This design comes from an exercise in tuning for small area, a short achievable clock period and few clock cycles per item on the open sky130 flow, not from production work.
Function was checked by simulation only, so behaviour that the tests miss may differ from the original.

## epoch_seconds_to_civil_date_top
module epoch_seconds_to_civil_date_top (
	input  logic                                clk,
	input  logic                                arst_n,
	input  logic                                in_valid,
	output logic                                in_ready,
	input  logic signed [e2cd_pkg::SECS_W-1:0]  unix_seconds,
	output logic                                out_valid,
	input  logic                                out_ready,
	output logic signed [e2cd_pkg::YEAR_W-1:0]  year,
	output logic [e2cd_pkg::MONTH_W-1:0]        month,
	output logic [e2cd_pkg::DOM_W-1:0]          day_of_month,
	output logic [e2cd_pkg::WDAY_W-1:0]         weekday
);
Size in the first run: about 2300 cells after synthesis, ~250 flip-flops, roughly 90 I/O pins, ~26000 sq um of cells after synthesis.
make LEC_CHECK=0 CAP_MARGIN=20 CORE_MARGIN=2 CORE_UTILIZATION=50 SETUP_SLACK_MARGIN=3.6 SLEW_MARGIN=20 finish   # period 8.5 ns
run.sh (not shown) runs the stock make flow with config.mk's settings and CLKGATE_MAP_FILE= SYNTH_SCRIPT=/design/flow/synth_recipe.tcl, a recipe that flattens the netlist after the stock synthesis.
The starting point completed with no timing, DRC or antenna violations.
Testbench counts at the start, summed over its fixed seeds: cycles 32,048, items 32,000.
Rerun with:
Settings changed: CORE_UTILIZATION 50 to 35, SETUP_SLACK_MARGIN 3.6 to 4.0.
Outcome: Count of clock-buffer cells in the layout increases by 2. Design area is higher by 4.1%. Synthesized cell count is unchanged. Register-to-register slack improved by 50 ps. Worst setup slack is better by 51 ps. Synthesized area is unchanged. Global-route usage came out lower by 5.7 points.

========
== build 88 ==
epoch_seconds_to_civil_date_top, a different RTL version from the one above (not shown whole).
Size in the first run: ~2,300 cells after synthesis, roughly 250 flip-flops, about 90 I/O pins, about 26,000 um2 of cells after synthesis.
Settings: LEC_CHECK=0, CAP_MARGIN=20, CORE_MARGIN=2, CORE_UTILIZATION=35, SETUP_SLACK_MARGIN=3.6, SLEW_MARGIN=20; clock period 8.5 ns.
In summary, build 88 completed successfully, with a layout that passed the timing, DRC and antenna checks.
Testbench counts of build 88, summed over its fixed seeds: cycles 32,048, items 32,000.
Input-level comparison between build 26 and build 88:
# build 88
export LEC_CHECK = 0
export CAP_MARGIN = 20
export CORE_MARGIN = 2
export CORE_UTILIZATION = 35
export SETUP_SLACK_MARGIN = 3.6
export SLEW_MARGIN = 20
create_clock -name core_clock -period 8.5 [get_ports {clk}]
# build 26
export LEC_CHECK = 0
export CAP_MARGIN = 20
export CORE_MARGIN = 2
export CORE_UTILIZATION = 60
export SETUP_SLACK_MARGIN = 3.0
export SLEW_MARGIN = 20
create_clock -name core_clock -period 8.5 [get_ports {clk}]
Results
Build 26: core utilization is 26 points higher than what build 88 reported.
Measured against build 88, the met3 wire length of build 26 comes out at 1.13 times the reference value.
Comparing build 26 and build 88, the higher met2 layer usage reported by global route was measured on build 26.
Worst hold slack across all endpoints, build 26 and build 88: larger value in build 26
Comparing build 26 and build 88, the higher via count of the first global-routing pass was measured on build 88.
A slowest stage cell on the critical path of sky130_fd_sc_hd__fa_2 is what build 88 shows, while sky130_fd_sc_hd__fa_1 belongs to build 26.
Compared with build 88, build 26 shows a area of the core that is 30,000 um2 lower.
Design area ends up higher on build 88.
Setup slack (higher): build 88
For build 19, these inputs were changed with respect to build 26:
# build 26
export LEC_CHECK = 0
export CAP_MARGIN = 20
export CORE_MARGIN = 2
export CORE_UTILIZATION = 60
export SETUP_SLACK_MARGIN = 3.0
export SLEW_MARGIN = 20
create_clock -name core_clock -period 8.5 [get_ports {clk}]
# build 19
export LEC_CHECK = 0
export ABC_AREA = 1
export CAP_MARGIN = 20
export CORE_MARGIN = 2
export CORE_UTILIZATION = 35
export SETUP_SLACK_MARGIN = 3.6
export SLEW_MARGIN = 20
create_clock -name core_clock -period 8.5 [get_ports {clk}]
[summary]
Build 26 -> build 19: half-perimeter wire length after placement increased by more than 10%
Looking only at post-route minimum period, and setting everything else aside, the higher value of build 19 and build 26 goes to build 26.
Netlist area before placement came out higher on build 19 than on build 26.
The number of stages on the worst setup path in build 19 was higher than what build 26 gave.
r_2[26] as the timing startpoint of the critical path was reported by build 26, and yc_4[2] by build 19.
Vias: build 19 above build 26
Edits applied to the flow inputs when going from build 19 to build 16:
# build 19
export LEC_CHECK = 0
export ABC_AREA = 1
export CAP_MARGIN = 20
export CORE_MARGIN = 2
export CORE_UTILIZATION = 35
export SETUP_SLACK_MARGIN = 3.6
export SLEW_MARGIN = 20
create_clock -name core_clock -period 8.5 [get_ports {clk}]
# build 16
export LEC_CHECK = 0
export ABC_AREA = 1
export CAP_MARGIN = 20
export CORE_MARGIN = 2
export CORE_UTILIZATION = 45
export SETUP_SLACK_MARGIN = 4.0
export SLEW_MARGIN = 20
create_clock -name core_clock -period 8.5 [get_ports {clk}]
[summary]
Across build 19 and build 16, the outcome is the same: a clean finish for every run. For the final clock period utilization by the worst path, build 16 came in 0.65 points higher than build 19 did. Of build 16 and build 19, it is build 16 that has the lower core box area. Comparing build 19 and build 16, the lower tap cell count was measured on build 16. On delay contributed by the slowest stage of the critical path, build 19 and build 16 are basically level. met1 routed wirelength after detailed routing came out lower on build 16 than on build 19. Build 16 against build 19: relative area change from synthesis to final layout +6.1 points, clock-pin slew on the worst setup and hold paths closely matched the old numbers, highest net fanout along the worst path now sits higher. | shortest clock period the worst path allows after layout | build 16 vs build 19 | 0.055 ns higher |.
### build 16 -> build 90
# build 16
export LEC_CHECK = 0
export ABC_AREA = 1
export CAP_MARGIN = 20
export CORE_MARGIN = 2
export CORE_UTILIZATION = 45
export SETUP_SLACK_MARGIN = 4.0
export SLEW_MARGIN = 20
create_clock -name core_clock -period 8.5 [get_ports {clk}]
# build 90
export LEC_CHECK = 0
export CAP_MARGIN = 20
export CORE_MARGIN = 2
export CORE_UTILIZATION = 45
export SETUP_SLACK_MARGIN = 3.3
export SLEW_MARGIN = 20
create_clock -name core_clock -period 8.5 [get_ports {clk}]
- Build 16 and build 90 ended up with nearly the same port buffer count.
- Wire: build 90 routes less than build 16
- Filler-free cell count of the finished design in build 90 is 530 lower than in build 16
Changes in build 33 relative to build 90:
# build 90
export LEC_CHECK = 0
export CAP_MARGIN = 20
export CORE_MARGIN = 2
export CORE_UTILIZATION = 45
export SETUP_SLACK_MARGIN = 3.3
export SLEW_MARGIN = 20
create_clock -name core_clock -period 8.5 [get_ports {clk}]
# build 33
export LEC_CHECK = 0
export ABC_AREA = 1
export CAP_MARGIN = 20
export CORE_MARGIN = 2
export CORE_UTILIZATION = 45
export SETUP_SLACK_MARGIN = 3.6
export SLEW_MARGIN = 20
create_clock -name core_clock -period 8.5 [get_ports {clk}]
- Build 33 — routed length on met1 about 10% higher, build 90 as reference
- | wire length of the first global-routing pass | build 33 vs build 90 | 10% higher |
- Diff build 33 and build 90: floorplan die area higher in build 33
- Synthesized area ended up 1300 um2 higher on build 33 than on build 90.
- Build 33 vs build 90 — maximum frequency from static timing analysis rose 11%.
- Final critical path time including I/O delays and setup in build 33 is 0.51 ns lower than in build 90
- On initial core utilization, build 90 tracks build 33 almost exactly.
- The lower layout overhead on the synthesized area of build 33 and build 90 is in build 33.
- The sum of routed wire length over all layers of build 33 was inferior to that of build 90.
- Post-synthesis share of cell area spent on full adders, half adders and majority gates down 2.2 points in build 33 wrt build 90

========
## run 1
epoch_seconds_to_civil_date_top, a different RTL version from the one above (not shown whole).
Size: about 2600 cells after synthesis, about 90 I/O pins.
Design epoch_seconds_to_civil_date_top, start of the top module:
module epoch_seconds_to_civil_date_top (
	input  logic                                clk,
	input  logic                                arst_n,
	input  logic                                in_valid,
	output logic                                in_ready,
	input  logic signed [e2cd_pkg::SECS_W-1:0]  unix_seconds,
	output logic                                out_valid,
	input  logic                                out_ready,
	output logic signed [e2cd_pkg::YEAR_W-1:0]  year,
	output logic [e2cd_pkg::MONTH_W-1:0]        month,
	output logic [e2cd_pkg::DOM_W-1:0]          day_of_month,
	output logic [e2cd_pkg::WDAY_W-1:0]         weekday
);
clock: 8.5 ns
lec_check: 0
abc_area: 1
cap_margin: 20
core_margin: 2
core_utilization: 55
setup_slack_margin: 3.4
slew_margin: 20
Run 1 ended with every stage complete and zero timing, DRC or antenna violations.
Testbench counts of run 1, summed over its fixed seeds: cycles 32,048, items 32,000.
### run 1 -> run 2
# run 1
export LEC_CHECK = 0
export ABC_AREA = 1
export CAP_MARGIN = 20
export CORE_MARGIN = 2
export CORE_UTILIZATION = 55
export SETUP_SLACK_MARGIN = 3.4
export SLEW_MARGIN = 20
create_clock -name core_clock -period 8.5 [get_ports {clk}]
# run 2
export LEC_CHECK = 0
export ABC_AREA = 1
export CAP_MARGIN = 20
export CORE_MARGIN = 2
export CORE_UTILIZATION = 55
export SETUP_SLACK_MARGIN = 3.6
export SLEW_MARGIN = 20
create_clock -name core_clock -period 8.5 [get_ports {clk}]
- Run 2 finished every stage and its layout cleared the timing, DRC and antenna checks.
- Looking only at register-to-register slack, and setting everything else aside, the higher value of run 2 and run 1 goes to run 2.
- Higher met2 usage in global routing goes to run 2 over run 1.
- Compared with run 1, in run 2 routed wire length rose by 2.0%; final routed wire length divided by cell count rose by 0.61%.
- Peak clock frequency supported by timing was lower in the run labelled run 1.
- Diff run 1 -> run 2 | minimum period implied by the final worst setup slack | decrease of 220 ps
- Relative to run 1, part of the cycle the worst path needs decreased by 2.5 points in run 2.
Modified inputs, run 3 compared to run 2
# run 2
export LEC_CHECK = 0
export ABC_AREA = 1
export CAP_MARGIN = 20
export CORE_MARGIN = 2
export CORE_UTILIZATION = 55
export SETUP_SLACK_MARGIN = 3.6
export SLEW_MARGIN = 20
create_clock -name core_clock -period 8.5 [get_ports {clk}]
# run 3
export LEC_CHECK = 0
export ABC_AREA = 1
export CAP_MARGIN = 0
export CORE_MARGIN = 2
export CORE_UTILIZATION = 55
export SETUP_SLACK_MARGIN = 3.6
export SLEW_MARGIN = 0
create_clock -name core_clock -period 8.5 [get_ports {clk}]
==> notes.md <==
- Diff run 3..run 2 | logic depth of the worst setup path including buffers | unchanged
- Reported for run 2 and run 3, sequential area share after synthesis turned out identical to the last digit.
- Synthesized instance count essentially unchanged between run 2 and run 3.

-- separate check: timing with driven ports --
How much do the figures lean on ideal ports? The routed layouts below were timed once more, with nothing changed but the port constraints.
Step 1 assumes that a clkbuf_16 drives the clock port and a buf_2 every other input.
Step 2 adds t to the input delays and takes it off the output delays; t is the mean of the earliest and latest rising clock arrival at the registers after step 1. Input paths then give back, and output paths get back, about the clock's delay inside the block.
Slacks: ideal ports / drivers / drivers and shift; pairs: ideal ports / drivers.
| run | t, ns | slack for setup (ns) | slew at the worst register clock pin (ns) | cell pins on the clock port's net |
|---|---|---|---|---|
| the first run of note 1 | 0.631 | 2.863 / 2.863 / 2.863 | 0.06 / 0.06 | 1 |
| the second run of note 1 | 0.587 | 2.914 / 2.914 / 2.914 | 0.06 / 0.06 | 1 |
| build 88 | 0.638 | 3.252 / 3.252 / 3.252 | 0.07 / 0.07 | 1 |
| build 26 | 0.623 | 3.006 / 3.006 / 3.006 | 0.06 / 0.06 | 1 |
| build 19 | 0.634 | 3.645 / 3.645 / 3.645 | 0.06 / 0.06 | 1 |
| build 16 | 0.641 | 3.590 / 3.590 / 3.590 | 0.06 / 0.06 | 1 |
| build 90 | 0.646 | 3.155 / 3.155 / 3.155 | 0.06 / 0.06 | 1 |
| build 33 | 0.641 | 3.665 / 3.665 / 3.665 | 0.07 / 0.07 | 1 |
| run 1 | 0.633 | 3.504 / 3.504 / 3.504 | 0.07 / 0.07 | 1 |
| run 2 | 0.633 | 3.719 / 3.719 / 3.719 | 0.07 / 0.07 | 1 |
| run 3 | 0.633 | 3.719 / 3.719 / 3.719 | 0.07 / 0.07 | 1 |
After both steps every run listed still meets setup and hold.
